What follows belongs to an exercise in optimizing a design on an open flow for small area and a short achievable clock period; a production flow would make more cautious choices. Only simulation tests tie the RTL to the original design; equivalence was not proved. Power figures rest on the tool's default switching activity, not on a simulated workload.

==> design/flow/design.v <==
`timescale 1ns/1ps
package corePkg;
  localparam int DATA_W     = 32;
  localparam int REG_ADDR_W = 5;
  typedef logic [DATA_W-1:0]     wordT;    
  typedef logic [REG_ADDR_W-1:0] regIdxT;  
  typedef logic [5:0]            codeT;    
  typedef enum logic [3:0] {
    ALU_ADDU = 4'b0000,
    ALU_SUBU = 4'b0001,
    ALU_ADD  = 4'b0010,
    ALU_SUB  = 4'b0011,
    ALU_OR   = 4'b0100,
    ALU_AND  = 4'b0101,
    ALU_XOR  = 4'b0110,
    ALU_NOR  = 4'b0111,
    ALU_SLTU = 4'b1000,
    ALU_SLT  = 4'b1001,
    ALU_SLL  = 4'b1010,
    ALU_SRL  = 4'b1011,
    ALU_SRA  = 4'b1100,
    ALU_LUI  = 4'b1101
  } aluOpT;
  typedef enum logic [2:0] {
    BR_NONE = 3'd0,
    BR_EQ   = 3'd1,
    BR_NE   = 3'd2,
    BR_LEZ  = 3'd3,
    BR_GTZ  = 3'd4
  } brKindT;
  localparam codeT OP_RTYPE = 6'b000000;
  localparam codeT OP_BEQ   = 6'b000100;
  localparam codeT OP_BNE   = 6'b000101;
  localparam codeT OP_BLEZ  = 6'b000110;
  localparam codeT OP_BGTZ  = 6'b000111;
  localparam codeT OP_ADDI  = 6'b001000;
  localparam codeT OP_ADDIU = 6'b001001;
  localparam codeT OP_SLTI  = 6'b001010;
  localparam codeT OP_SLTIU = 6'b001011;
  localparam codeT OP_ANDI  = 6'b001100;
  localparam codeT OP_ORI   = 6'b001101;
  localparam codeT OP_XORI  = 6'b001110;
  localparam codeT OP_LUI   = 6'b001111;
  localparam codeT FN_SLL  = 6'b000000;
  localparam codeT FN_SRL  = 6'b000010;
  localparam codeT FN_SRA  = 6'b000011;
  localparam codeT FN_ADD  = 6'b100000;
  localparam codeT FN_ADDU = 6'b100001;
  localparam codeT FN_SUB  = 6'b100010;
  localparam codeT FN_SUBU = 6'b100011;
  localparam codeT FN_AND  = 6'b100100;
  localparam codeT FN_OR   = 6'b100101;
  localparam codeT FN_XOR  = 6'b100110;
  localparam codeT FN_NOR  = 6'b100111;
  localparam codeT FN_SLT  = 6'b101010;
  localparam codeT FN_SLTU = 6'b101011;
endpackage
`timescale 1ns/1ps
module regFile (
  input  logic            clk,
  input  logic            reset,
  input  corePkg::regIdxT rdAddrA,
  input  corePkg::regIdxT rdAddrB,
  output corePkg::wordT   rdDataA,
  output corePkg::wordT   rdDataB,
  input  logic            wbValid,
  input  logic            wbRegWrite,
  input  corePkg::regIdxT wbDest,
  input  corePkg::wordT   wbData
);
  corePkg::wordT regs [0:2**corePkg::REG_ADDR_W-1];
  logic wrEn;
  assign wrEn = wbValid && wbRegWrite && (wbDest != '0);  
  always_ff @(posedge clk or posedge reset)
  begin
    if (reset)
    begin
      for (int i = 0; i < 2**corePkg::REG_ADDR_W; i++)
        regs[i] <= '0;
    end
    else if (wrEn)
      regs[wbDest] <= wbData;
  end
  always_comb
  begin
    if (rdAddrA == '0)
      rdDataA = '0;
    else if (wrEn && (wbDest == rdAddrA))
      rdDataA = wbData;
    else
      rdDataA = regs[rdAddrA];
    if (rdAddrB == '0)
      rdDataB = '0;
    else if (wrEn && (wbDest == rdAddrB))
      rdDataB = wbData;
    else
      rdDataB = regs[rdAddrB];
  end
endmodule
`timescale 1ns/1ps
module instrDecoder (
  input  logic            clk,
  input  logic            reset,
  input  logic            instrValid,
  input  corePkg::wordT   instr,
  input  corePkg::wordT   pc,
  output corePkg::regIdxT rdAddrA,
  output corePkg::regIdxT rdAddrB,
  input  corePkg::wordT   rdDataA,
  input  corePkg::wordT   rdDataB,
  output logic            decValid,
  output corePkg::aluOpT  decAluOp,
  output corePkg::regIdxT decRs,
  output corePkg::regIdxT decRt,
  output corePkg::regIdxT decDest,
  output logic            decRegWrite,
  output corePkg::wordT   decImm,
  output logic            decUseImm,
  output corePkg::wordT   decShamt,
  output logic            decUseShamt,
  output corePkg::brKindT decBrKind,
  output corePkg::wordT   decPc,
  output corePkg::wordT   decRsData,
  output corePkg::wordT   decRtData
);
  logic   validQ;
  corePkg::wordT   instrQ;
  corePkg::wordT   pcQ;
  corePkg::codeT   opcode;
  corePkg::codeT   funct;
  corePkg::regIdxT rd;
  logic   signExt;
  logic   useRd;
  always_ff @(posedge clk or posedge reset)
  begin
    if (reset)
    begin
      validQ <= 1'b0;
      instrQ <= '0;
      pcQ    <= '0;
    end
    else
    begin
      validQ <= instrValid;
      instrQ <= instr;
      pcQ    <= pc;
    end
  end
  assign opcode  = instrQ[31:26];
  assign funct   = instrQ[5:0];
  assign rd      = instrQ[15:11];
  assign rdAddrA = instrQ[25:21];
  assign rdAddrB = instrQ[20:16];
  always_comb
  begin
    decAluOp    = corePkg::ALU_ADDU;
    decRegWrite = 1'b0;
    decUseImm   = 1'b1;
    decUseShamt = 1'b0;
    decBrKind   = corePkg::BR_NONE;
    signExt      = 1'b1;
    useRd        = 1'b0;
    case (opcode)
      corePkg::OP_RTYPE:
      begin
        useRd        = 1'b1;
        decUseImm   = 1'b0;
        decRegWrite = 1'b1;
        case (funct)
          corePkg::FN_ADDU: decAluOp = corePkg::ALU_ADDU;
          corePkg::FN_SUBU: decAluOp = corePkg::ALU_SUBU;
          corePkg::FN_ADD:  decAluOp = corePkg::ALU_ADD;
          corePkg::FN_SUB:  decAluOp = corePkg::ALU_SUB;
          corePkg::FN_OR:   decAluOp = corePkg::ALU_OR;
          corePkg::FN_AND:  decAluOp = corePkg::ALU_AND;
          corePkg::FN_XOR:  decAluOp = corePkg::ALU_XOR;
          corePkg::FN_NOR:  decAluOp = corePkg::ALU_NOR;
          corePkg::FN_SLTU: decAluOp = corePkg::ALU_SLTU;
          corePkg::FN_SLT:  decAluOp = corePkg::ALU_SLT;
          corePkg::FN_SLL:  decAluOp = corePkg::ALU_SLL;
          corePkg::FN_SRL:  decAluOp = corePkg::ALU_SRL;
          corePkg::FN_SRA:  decAluOp = corePkg::ALU_SRA;
          default: decRegWrite = 1'b0;  
        endcase
        decUseShamt = (funct == corePkg::FN_SLL) || (funct == corePkg::FN_SRL) || (funct == corePkg::FN_SRA);
      end
      corePkg::OP_ADDI:  {decAluOp, decRegWrite} = {corePkg::ALU_ADD, 1'b1};
      corePkg::OP_ADDIU: {decAluOp, decRegWrite} = {corePkg::ALU_ADDU, 1'b1};
      corePkg::OP_SLTI:  {decAluOp, decRegWrite} = {corePkg::ALU_SLT, 1'b1};
      corePkg::OP_SLTIU: {decAluOp, decRegWrite} = {corePkg::ALU_SLTU, 1'b1};
      corePkg::OP_ANDI:  {decAluOp, decRegWrite, signExt} = {corePkg::ALU_AND, 2'b10};
      corePkg::OP_ORI:   {decAluOp, decRegWrite, signExt} = {corePkg::ALU_OR, 2'b10};
      corePkg::OP_XORI:  {decAluOp, decRegWrite, signExt} = {corePkg::ALU_XOR, 2'b10};
      corePkg::OP_LUI:   {decAluOp, decRegWrite, signExt} = {corePkg::ALU_LUI, 2'b10};
      corePkg::OP_BEQ:   decBrKind = corePkg::BR_EQ;
      corePkg::OP_BNE:   decBrKind = corePkg::BR_NE;
      corePkg::OP_BLEZ:  decBrKind = corePkg::BR_LEZ;
      corePkg::OP_BGTZ:  decBrKind = corePkg::BR_GTZ;
      default:  decUseImm = 1'b0;  
    endcase
  end
  assign decValid  = validQ;
  assign decRs     = rdAddrA;
  assign decRt     = rdAddrB;
  assign decDest   = useRd ? rd : rdAddrB;
  assign decImm    = signExt ? {{16{instrQ[15]}}, instrQ[15:0]} : {16'b0, instrQ[15:0]};
  assign decShamt  = {27'b0, instrQ[10:6]};
  assign decPc     = pcQ;
  assign decRsData = rdDataA;
  assign decRtData = rdDataB;
endmodule
`timescale 1ns/1ps
module aluUnit (
  input  corePkg::wordT  a,
  input  corePkg::wordT  b,
  input  corePkg::aluOpT op,
  output corePkg::wordT  result
);
  logic [4:0] shAmt;
  assign shAmt = a[4:0];
  always_comb
  begin
    case (op)
      corePkg::ALU_ADDU: result = a + b;
      corePkg::ALU_SUBU: result = a - b;
      corePkg::ALU_ADD:  result = a + b;    
      corePkg::ALU_SUB:  result = a - b;
      corePkg::ALU_OR:   result = a | b;
      corePkg::ALU_AND:  result = a & b;
      corePkg::ALU_XOR:  result = a ^ b;
      corePkg::ALU_NOR:  result = ~(a | b);
      corePkg::ALU_SLTU: result = (a < b) ? 32'd1 : 32'd0;
      corePkg::ALU_SLT:  result = ($signed(a) < $signed(b)) ? 32'd1 : 32'd0;
      corePkg::ALU_SLL:  result = b << shAmt;
      corePkg::ALU_SRL:  result = b >> shAmt;
      corePkg::ALU_SRA:  result = corePkg::wordT'($signed(b) >>> shAmt);  
      corePkg::ALU_LUI:  result = {b[15:0], 16'b0};
      default:  result = a + b;
    endcase
  end
endmodule
`timescale 1ns/1ps
module executeStage (
  input  logic          clk,
  input  logic          reset,
  input  logic            decValid,
  input  corePkg::aluOpT  decAluOp,
  input  corePkg::regIdxT decRs,
  input  corePkg::regIdxT decRt,
  input  corePkg::regIdxT decDest,
  input  logic            decRegWrite,
  input  corePkg::wordT   decImm,
  input  logic            decUseImm,
  input  corePkg::wordT   decShamt,
  input  logic            decUseShamt,
  input  corePkg::brKindT decBrKind,
  input  corePkg::wordT   decPc,
  input  corePkg::wordT   decRsData,
  input  corePkg::wordT   decRtData,
  output logic            wbValid,
  output logic            wbRegWrite,
  output corePkg::regIdxT wbDest,
  output corePkg::wordT   wbData,
  output logic          branchValid,
  output logic          branchTaken,
  output corePkg::wordT branchTarget
);
  logic   exValid;
  corePkg::aluOpT  exAluOp;
  corePkg::regIdxT exRs;
  corePkg::regIdxT exRt;
  corePkg::regIdxT exDest;
  logic   exRegWrite;
  corePkg::wordT   exImm;
  logic   exUseImm;
  corePkg::wordT   exShamt;
  logic   exUseShamt;
  corePkg::brKindT exBrKind;
  corePkg::wordT   exPc;
  corePkg::wordT   exRsData;
  corePkg::wordT   exRtData;
  logic   wbValidQ;
  logic   wbWriteQ;
  corePkg::regIdxT wbDestQ;
  corePkg::wordT   wbDataQ;
  logic   fwdOk;
  corePkg::wordT   opRs;
  corePkg::wordT   opRt;
  corePkg::wordT   aluResult;
  corePkg::wordT   cmpDiff;
  logic   taken;
  always_ff @(posedge clk or posedge reset)
  begin
    if (reset)
    begin
      {exValid, exRegWrite, exUseImm, exUseShamt} <= '0;
      {exRs, exRt, exDest} <= '0;
      {exImm, exShamt, exPc, exRsData, exRtData} <= '0;
      exAluOp  <= corePkg::ALU_ADDU;
      exBrKind <= corePkg::BR_NONE;
    end
    else
    begin
      {exValid, exRegWrite, exUseImm, exUseShamt} <=
        {decValid, decRegWrite, decUseImm, decUseShamt};
      {exRs, exRt, exDest} <= {decRs, decRt, decDest};
      {exImm, exShamt, exPc} <= {decImm, decShamt, decPc};
      {exRsData, exRtData} <= {decRsData, decRtData};
      exAluOp  <= decAluOp;
      exBrKind <= decBrKind;
    end
  end
  assign fwdOk = wbWriteQ && (wbDestQ != '0);
  assign opRs  = (fwdOk && (wbDestQ == exRs)) ? wbDataQ : exRsData;
  assign opRt  = (fwdOk && (wbDestQ == exRt)) ? wbDataQ : exRtData;
  aluUnit i_alu (
    .a      (exUseShamt ? exShamt : opRs),
    .b      (exUseImm ? exImm : opRt),
    .op     (exAluOp),
    .result (aluResult)
  );
  assign cmpDiff = opRs - (((exBrKind == corePkg::BR_LEZ) || (exBrKind == corePkg::BR_GTZ)) ? '0 : opRt);
  always_comb
  begin
    case (exBrKind)
      corePkg::BR_EQ:   taken = (cmpDiff == '0);
      corePkg::BR_NE:   taken = (cmpDiff != '0);
      corePkg::BR_LEZ:  taken = (cmpDiff == '0) || cmpDiff[31];
      corePkg::BR_GTZ:  taken = (cmpDiff != '0) && !cmpDiff[31];
      default: taken = 1'b0;
    endcase
  end
  always_ff @(posedge clk or posedge reset)
  begin
    if (reset)
    begin
      {wbValidQ, wbWriteQ, branchValid, branchTaken} <= '0;
      wbDestQ      <= '0;
      wbDataQ      <= '0;
      branchTarget <= '0;
    end
    else
    begin
      wbValidQ     <= exValid;
      wbWriteQ     <= exValid && exRegWrite;
      wbDestQ      <= exDest;
      wbDataQ      <= aluResult;
      branchValid  <= exValid && (exBrKind != corePkg::BR_NONE);
      branchTaken  <= exValid && taken;
      branchTarget <= exPc + 32'd4 + {exImm[29:0], 2'b00};
    end
  end
  assign wbValid    = wbValidQ;
  assign wbRegWrite = wbWriteQ;
  assign wbDest     = wbDestQ;
  assign wbData     = wbDataQ;
endmodule
`timescale 1ns/1ps
module execCore (
  input  logic            clk,
  input  logic            reset,
  input  logic            instrValid,
  input  corePkg::wordT   instr,
  input  corePkg::wordT   pc,
  output logic            resultValid,
  output corePkg::regIdxT resultReg,
  output corePkg::wordT   resultData,
  output logic            branchValid,
  output logic            branchTaken,
  output corePkg::wordT   branchTarget
);
  logic            decValid;
  corePkg::aluOpT  decAluOp;
  corePkg::regIdxT decRs;
  corePkg::regIdxT decRt;
  corePkg::regIdxT decDest;
  logic            decRegWrite;
  corePkg::wordT   decImm;       
  logic            decUseImm;
  corePkg::wordT   decShamt;     
  logic            decUseShamt;
  corePkg::brKindT decBrKind;
  corePkg::wordT   decPc;
  corePkg::wordT   decRsData;
  corePkg::wordT   decRtData;
  logic            wbValid;
  logic            wbRegWrite;   
  corePkg::regIdxT wbDest;
  corePkg::wordT   wbData;
  corePkg::regIdxT rdAddrA;
  corePkg::regIdxT rdAddrB;
  corePkg::wordT   rdDataA;
  corePkg::wordT   rdDataB;
  instrDecoder i_decoder (
    .clk         (clk),
    .reset       (reset),
    .instrValid  (instrValid),
    .instr       (instr),
    .pc          (pc),
    .rdAddrA     (rdAddrA),
    .rdAddrB     (rdAddrB),
    .rdDataA     (rdDataA),
    .rdDataB     (rdDataB),
    .decValid    (decValid),
    .decAluOp    (decAluOp),
    .decRs       (decRs),
    .decRt       (decRt),
    .decDest     (decDest),
    .decRegWrite (decRegWrite),
    .decImm      (decImm),
    .decUseImm   (decUseImm),
    .decShamt    (decShamt),
    .decUseShamt (decUseShamt),
    .decBrKind   (decBrKind),
    .decPc       (decPc),
    .decRsData   (decRsData),
    .decRtData   (decRtData)
  );
  regFile i_regFile (
    .clk        (clk),
    .reset      (reset),
    .rdAddrA    (rdAddrA),
    .rdAddrB    (rdAddrB),
    .rdDataA    (rdDataA),
    .rdDataB    (rdDataB),
    .wbValid    (wbValid),
    .wbRegWrite (wbRegWrite),
    .wbDest     (wbDest),
    .wbData     (wbData)
  );
  executeStage i_execute (
    .clk          (clk),
    .reset        (reset),
    .decValid     (decValid),
    .decAluOp     (decAluOp),
    .decRs        (decRs),
    .decRt        (decRt),
    .decDest      (decDest),
    .decRegWrite  (decRegWrite),
    .decImm       (decImm),
    .decUseImm    (decUseImm),
    .decShamt     (decShamt),
    .decUseShamt  (decUseShamt),
    .decBrKind    (decBrKind),
    .decPc        (decPc),
    .decRsData    (decRsData),
    .decRtData    (decRtData),
    .wbValid      (wbValid),
    .wbRegWrite   (wbRegWrite),
    .wbDest       (wbDest),
    .wbData       (wbData),
    .branchValid  (branchValid),
    .branchTaken  (branchTaken),
    .branchTarget (branchTarget)
  );
  assign resultValid = wbRegWrite;  
  assign resultReg   = wbDest;
  assign resultData  = wbData;
endmodule
==> design/flow/run.sh <==
#!/bin/bash
# synth_recipe.tcl (not shown) runs the flow's synth.tcl, then flattens the netlist and writes it again
# the make line also repeats each setting of config.mk as NAME=value (left out here)
make -C /OpenROAD-flow-scripts/flow DESIGN_CONFIG=/design/flow/config.mk WORK_HOME=/design/flow/orfs CLKGATE_MAP_FILE= SYNTH_SCRIPT=/design/flow/synth_recipe.tcl finish
==> design/flow/config.mk <==
export PLATFORM = sky130hd
export DESIGN_NAME = execCore
export DESIGN_NICKNAME = execCore
export VERILOG_FILES = /design/flow/design.v
export SDC_FILE = /design/flow/constraint.sdc
export NUM_CORES = 4
export LEC_CHECK = 0
export CAP_MARGIN = 20
export CORE_MARGIN = 2
export CORE_UTILIZATION = 40
export SLEW_MARGIN = 20
==> design/flow/constraint.sdc <==
create_clock -name core_clock -period 5.5 [get_ports {clk}]
set_input_delay 1.1000 -clock core_clock [delete_from_list [all_inputs] [get_ports {clk}]]
set_output_delay 1.1000 -clock core_clock [all_outputs]
set_load 0.01 [all_outputs]
==> results list <==
* Post-Route Skew: 42.0 ps
- Pre-Repair DR Iteration Count: 10
* Number of clock buffers inserted by TritonCTS: 145
- Counting distinct cell types in the post-synthesis netlist gives 97.
- Of the total synthesized cell area, the portion taken by AND, OR, NAND and NOR gates is 8.75%.
- After layout, the design draws a total of 0.0236 W.
- At the worst endpoint, the required time is 6220 ps.
- The clock drives 1269 sinks.
- Counting flops with an async set or reset pin after synthesis yields a share of 100%.
* Number of synthesized flops with an enable pin: 0
- Via density per instance: 7.15
* CTS tree: done
- The setup check on the worst reg-to-reg path leaves a slack of 190 ps.
* RSZ-0062 raised after global routing: no
- Final weighted congestion of routability-driven global placement: 1.04
- The die covers 0.180 mm².
- Category of the worst setup path launch point: flop
- Yosys warning count: 5
- The initial antenna violation count was 25.
* Critical path start-end classification: flop to flop
* P per Cell Area: 286 mW/mm²
- By area, the combinational part of the netlist is dominated by compound AO/OA/AOI/OAI gates.
- Outcome: finished clean
- Placeable core region: 0.176 mm²
* DRC violations left: 0
* Routed wire length: 356000 µm
- Summing the sequential cell areas from Yosys gives 44.9% of the chip area.
- Cells on worst reg2reg path: 24
- Based on the critical path, the design can be clocked at up to 188 MHz.
* Synth Area in XOR/XNOR: 0.830%
* Post-Synthesis Net Count: 6901
- For the worst setup path, the data arrival time is 6030 ps.
- Worst hold path cell count: 0
- The startpoint identified for the worst hold timing path is i_decoder.pcQ[4]$_DFF_PP0_.
- The final route contains 66100 vias.
* Main flop type after synthesis: sky130_fd_sc_hd__dfrtp_1
- The wire-length estimate of the detail-placed layout is 230000 µm.
- Max-cap violations in this run came to 0.
- At the pin with the least slew margin, the transition time is 1290 ps.
- From synthesis to final layout, the design area changed by 17.0%.
- In this run, synthesis produced a sequential element count of 1269.
- The count of pins over their slew limit is 0.
- Final period util: 96.5%
- Endpoint of the worst hold path: i_execute.exPc[4]$_DFF_PP0_
- The first global-routing pass estimated 494000 µm of wire.
* Layout filler cell count: 16200
* Final ANT Viol Nets: 0
- Port bufs: 138
* Clock root buffer master: sky130_fd_sc_hd__clkbuf_16
- Static Leakage: 37.9 nW
- Once the floorplan was initialized, standard cells occupied 40.2% of the core.
- Mean instance size in the synthesized netlist: 10.6 µm²
* Row cnt: 154
- After global routing the overflow that remains totals 0.
- Final nets: 7029
* Endpoint of the worst register-to-register path: i_execute.wbDataQ[31]$_DFF_PP0_
- The finished layout holds 9246 standard cells, fillers aside.
- In this run the count of I/O pins placed on the die edge is 139.
- First DRT Iteration DRCs: 10700
* Width of the chip: 424 µm
- Dividing the detail-routed wire length by the instance count gives 38.5 µm.
- Worst hold-check path type: flop to flop
- Number of hold buffers added after CTS: 0
* Number of cells produced by synthesis: 6641
- Number of cells after detailed placement: 8958
* Maximum number of pins on one net before global-route repair: 155
* Clock slew at the register clock pins of the worst setup and hold paths: 60 ps
- Measured against the total synthesized area, the mux share comes to 18.3%.
- Of the cells placed in the final design, the portion with a size suffix greater than 1 is 26.5%.
- Vias in the first global route: 63200
* Final Core Density: 47.0%
* Post-synthesis adder-cell area fraction: 3.46%
- Fin. Hold Viols: 0
- Headroom to the max-slew limit came out at 13.8%.
* Post-synthesis instance area: 0.0707 mm²
- Fin crit period: 5310 ps
- Across the VDD grid, the largest voltage drop is 0.000238 V.
* H-Tree Level Count: 4
* Worst-path fanout max: 6
- Y dimension of the die: 424 µm
- Summing the areas of all compound-gate instances in the mapped netlist gives 19.5% of the synthesized area.
- The startpoint identified for the worst register-to-register timing path is i_execute.wbDestQ[0]$_DFF_PP0_.
* GRT Resource Usage Total: 38.5%
- Buffers from clock root to sink, at most: 3
- Clock latency on the worst-skew pair, taken at its later pin, is 860 ps.
* Sort of element at the end of the critical path: flop
* Final-report setup violation count: 0
worst max-delay path: stages, from the launching register on:
cell                       delay (ps)
sky130_fd_sc_hd__dfrtp_1          370
sky130_fd_sc_hd__or4_4            530
sky130_fd_sc_hd__buf_4            170
sky130_fd_sc_hd__o211a_1          250
sky130_fd_sc_hd__buf_4            150
sky130_fd_sc_hd__nand3_1           80
sky130_fd_sc_hd__nand2_1          130
sky130_fd_sc_hd__o21bai_4         190
sky130_fd_sc_hd__clkinv_1         140
sky130_fd_sc_hd__buf_4            190
sky130_fd_sc_hd__ha_1             320
sky130_fd_sc_hd__inv_1             80
sky130_fd_sc_hd__o311a_1          130
sky130_fd_sc_hd__o41ai_1          240
sky130_fd_sc_hd__buf_4            160
sky130_fd_sc_hd__a21oi_1           80
sky130_fd_sc_hd__buf_4            170
sky130_fd_sc_hd__o31ai_1          240
sky130_fd_sc_hd__buf_4            180
sky130_fd_sc_hd__a21oi_2           80
sky130_fd_sc_hd__a2111o_1         430
sky130_fd_sc_hd__o221ai_1         130
sky130_fd_sc_hd__o21ai_1          140
sky130_fd_sc_hd__a221o_1          360
sky130_fd_sc_hd__a211o_1          260
where the power goes:
| group | switching [W] | internal [W] |
|---|---|---|
| Clock | 0.00442 | 0.00593 |
| Sequential | 0.000338 | 0.00964 |
| Combinational | 0.00217 | 0.00113 |
cell usage in the layout, fill, tap and decap left out, types with 202 or more instances in the layout:
master and n:
sky130_fd_sc_hd__mux2_2 958, sky130_fd_sc_hd__a22oi_1 597, sky130_fd_sc_hd__o21ai_0 237, sky130_fd_sc_hd__a221oi_1 202
sky130_fd_sc_hd__nor2_1 271, sky130_fd_sc_hd__nand2_1 332, sky130_fd_sc_hd__a21oi_1 240, sky130_fd_sc_hd__dfrtp_1 1265
sky130_fd_sc_hd__mux2i_1 203, sky130_fd_sc_hd__buf_4 407
registers in the layout, indices dropped and copies added (netlist names), 3 cells and up:
register / flops
i_execute.exRt: 5
i_execute.exDest: 5
i_execute.wbDestQ: 5
i_execute.exRs: 5
i_execute.branchTarget: 32
i_execute.wbDataQ: 32
i_execute.exBrKind: 3
i_execute.exPc: 32
i_execute.exImm: 17
i_decoder.instrQ: 32
i_execute.exRsData: 32
i_regFile.regs: 992
i_decoder.pcQ: 32
i_execute.exAluOp: 4
i_execute.exRtData: 32
layer usage:
layer / wire (µm) / vias to the layer above / global-route usage, %
met5: 314 / - / 0.714
met4: 32600 / 24 / 26.6
met3: 51000 / 1970 / 16.8
met2: 147000 / 5728 / 55.6
met1: 125000 / 32800 / 45.8
li1: - / 25600 / -
logic make-up (layout without fill, tap and decap cells):
kind of cell | count (synthesis) | in the layout
adder cells (fa/ha/maj) | 193 | 193
AND/OR/NAND/NOR | 1293 | 1293
flip-flops | 1269 | 1269
multiplexers | 1168 | 1168
AO/OA/AOI/OAI | 1878 | 1878
other | 0 | 22
XOR/XNOR | 67 | 67
buffers and inverters | 773 | 1016
through the flow:
stage | setup WS [ps] | setup TNS (ps) | area [µm²] | hold WS (ps)
final | 192 | 0 | 82700 | 332
after global routing | 6.19 | 0 | 82600 | 327
after CTS | 20.0 | 0 | 82400 | 332
after detailed placement | -204 | -204 | 77300 | 335
after global placement | -99.2 | -109 | 77300 | 333
after floorplan | -13140 | - | 70700 | 331
cells in the mapped netlist, drive strengths merged, types with 20 or more instances:
cell | count | area [µm²]
nand3 | 149 | 746
inv | 157 | 597
nand4 | 145 | 907
clkbuf | 531 | 2010
nand2b | 38 | 238
mux2 | 960 | 10800
o21ai | 246 | 1230
a211oi | 45 | 343
o221ai | 26 | 228
xnor2 | 47 | 412
a221oi | 203 | 1780
a22o | 125 | 1090
ha | 189 | 2360
nand2 | 343 | 1290
nor2 | 345 | 1300
nor3 | 76 | 380
a21o | 37 | 278
a31oi | 31 | 209
o22ai | 21 | 131
xor2 | 20 | 175
buf | 84 | 420
a22oi | 597 | 4480
a222oi | 69 | 691
mux2i | 205 | 2060
dfrtp | 1269 | 31800
a221o | 27 | 270
a21oi | 241 | 1210
nor4 | 63 | 394
nor2b | 37 | 231
o211ai | 30 | 244
o21bai | 28 | 210
worst max-delay path by stage:
stage,slack [ps],cells after the start,end,from
2_1_floorplan,-13140,1,i_decoder.instrQ[0]$_DFF_PP0_,reset
3_3_place_gp,-100,22,i_execute.branchTaken$_DFF_PP0_,i_execute.wbDestQ[0]$_DFF_PP0_
3_5_place_dp,-200,22,i_execute.branchTaken$_DFF_PP0_,i_execute.wbDestQ[0]$_DFF_PP0_
4_1_cts,20,22,i_execute.wbDataQ[31]$_DFF_PP0_,i_execute.wbDestQ[2]$_DFF_PP0_
5_1_grt,6,23,i_execute.branchTaken$_DFF_PP0_,i_execute.wbDestQ[0]$_DFF_PP0_
6_report,190,24,i_execute.wbDataQ[31]$_DFF_PP0_,i_execute.wbDestQ[0]$_DFF_PP0_
what timing repair did:
item	in CTS	in global routing
pin swaps	0	4
setup endpoints to repair	2	12
cloned	0	1
setup buffers	0	2
hold endpoints to repair	0	0
gates resized for setup	7	23
final cells by class:
cell class	instances	area, µm²	share of cell area, %
clock inverters	69	1030	1.25
repair buffers	596	5460	6.61
flip-flops and latches	1269	31800	38.4
well taps	2340	2930	3.54
diodes	22	55.1	0.0666
clock buffers	193	4020	4.86
inverters	158	604	0.731
multi-input cells	4599	36800	44.5

## what the ideal ports hide
The results above use ideal ports. As a check the final layout listed here was re-extracted and re-timed, cells and wires unchanged.
Step 1 assumes that a clkbuf_16 drives the clock port and a buf_2 every other input.
Step 2 also shifts input and output timing later by t, the mid clock arrival at the registers, as if the neighbouring blocks saw the same clock.
Slacks: no drivers / after step 1 / after step 2; pairs: no drivers / after step 1.
t, ns: 0.915
slack for setup (ns): 0.192 / 0.192 / 0.192
latest minus earliest clock arrival (ns): 0.051 / 0.051
worst data-port slew with drivers (ns): 0.08
cell pins on the clock port's net: 1
After both steps setup and hold are still met in this run. For this run, drivers alone change the setup slack by 0.000 ns; drivers and shift together by 0.000 ns.
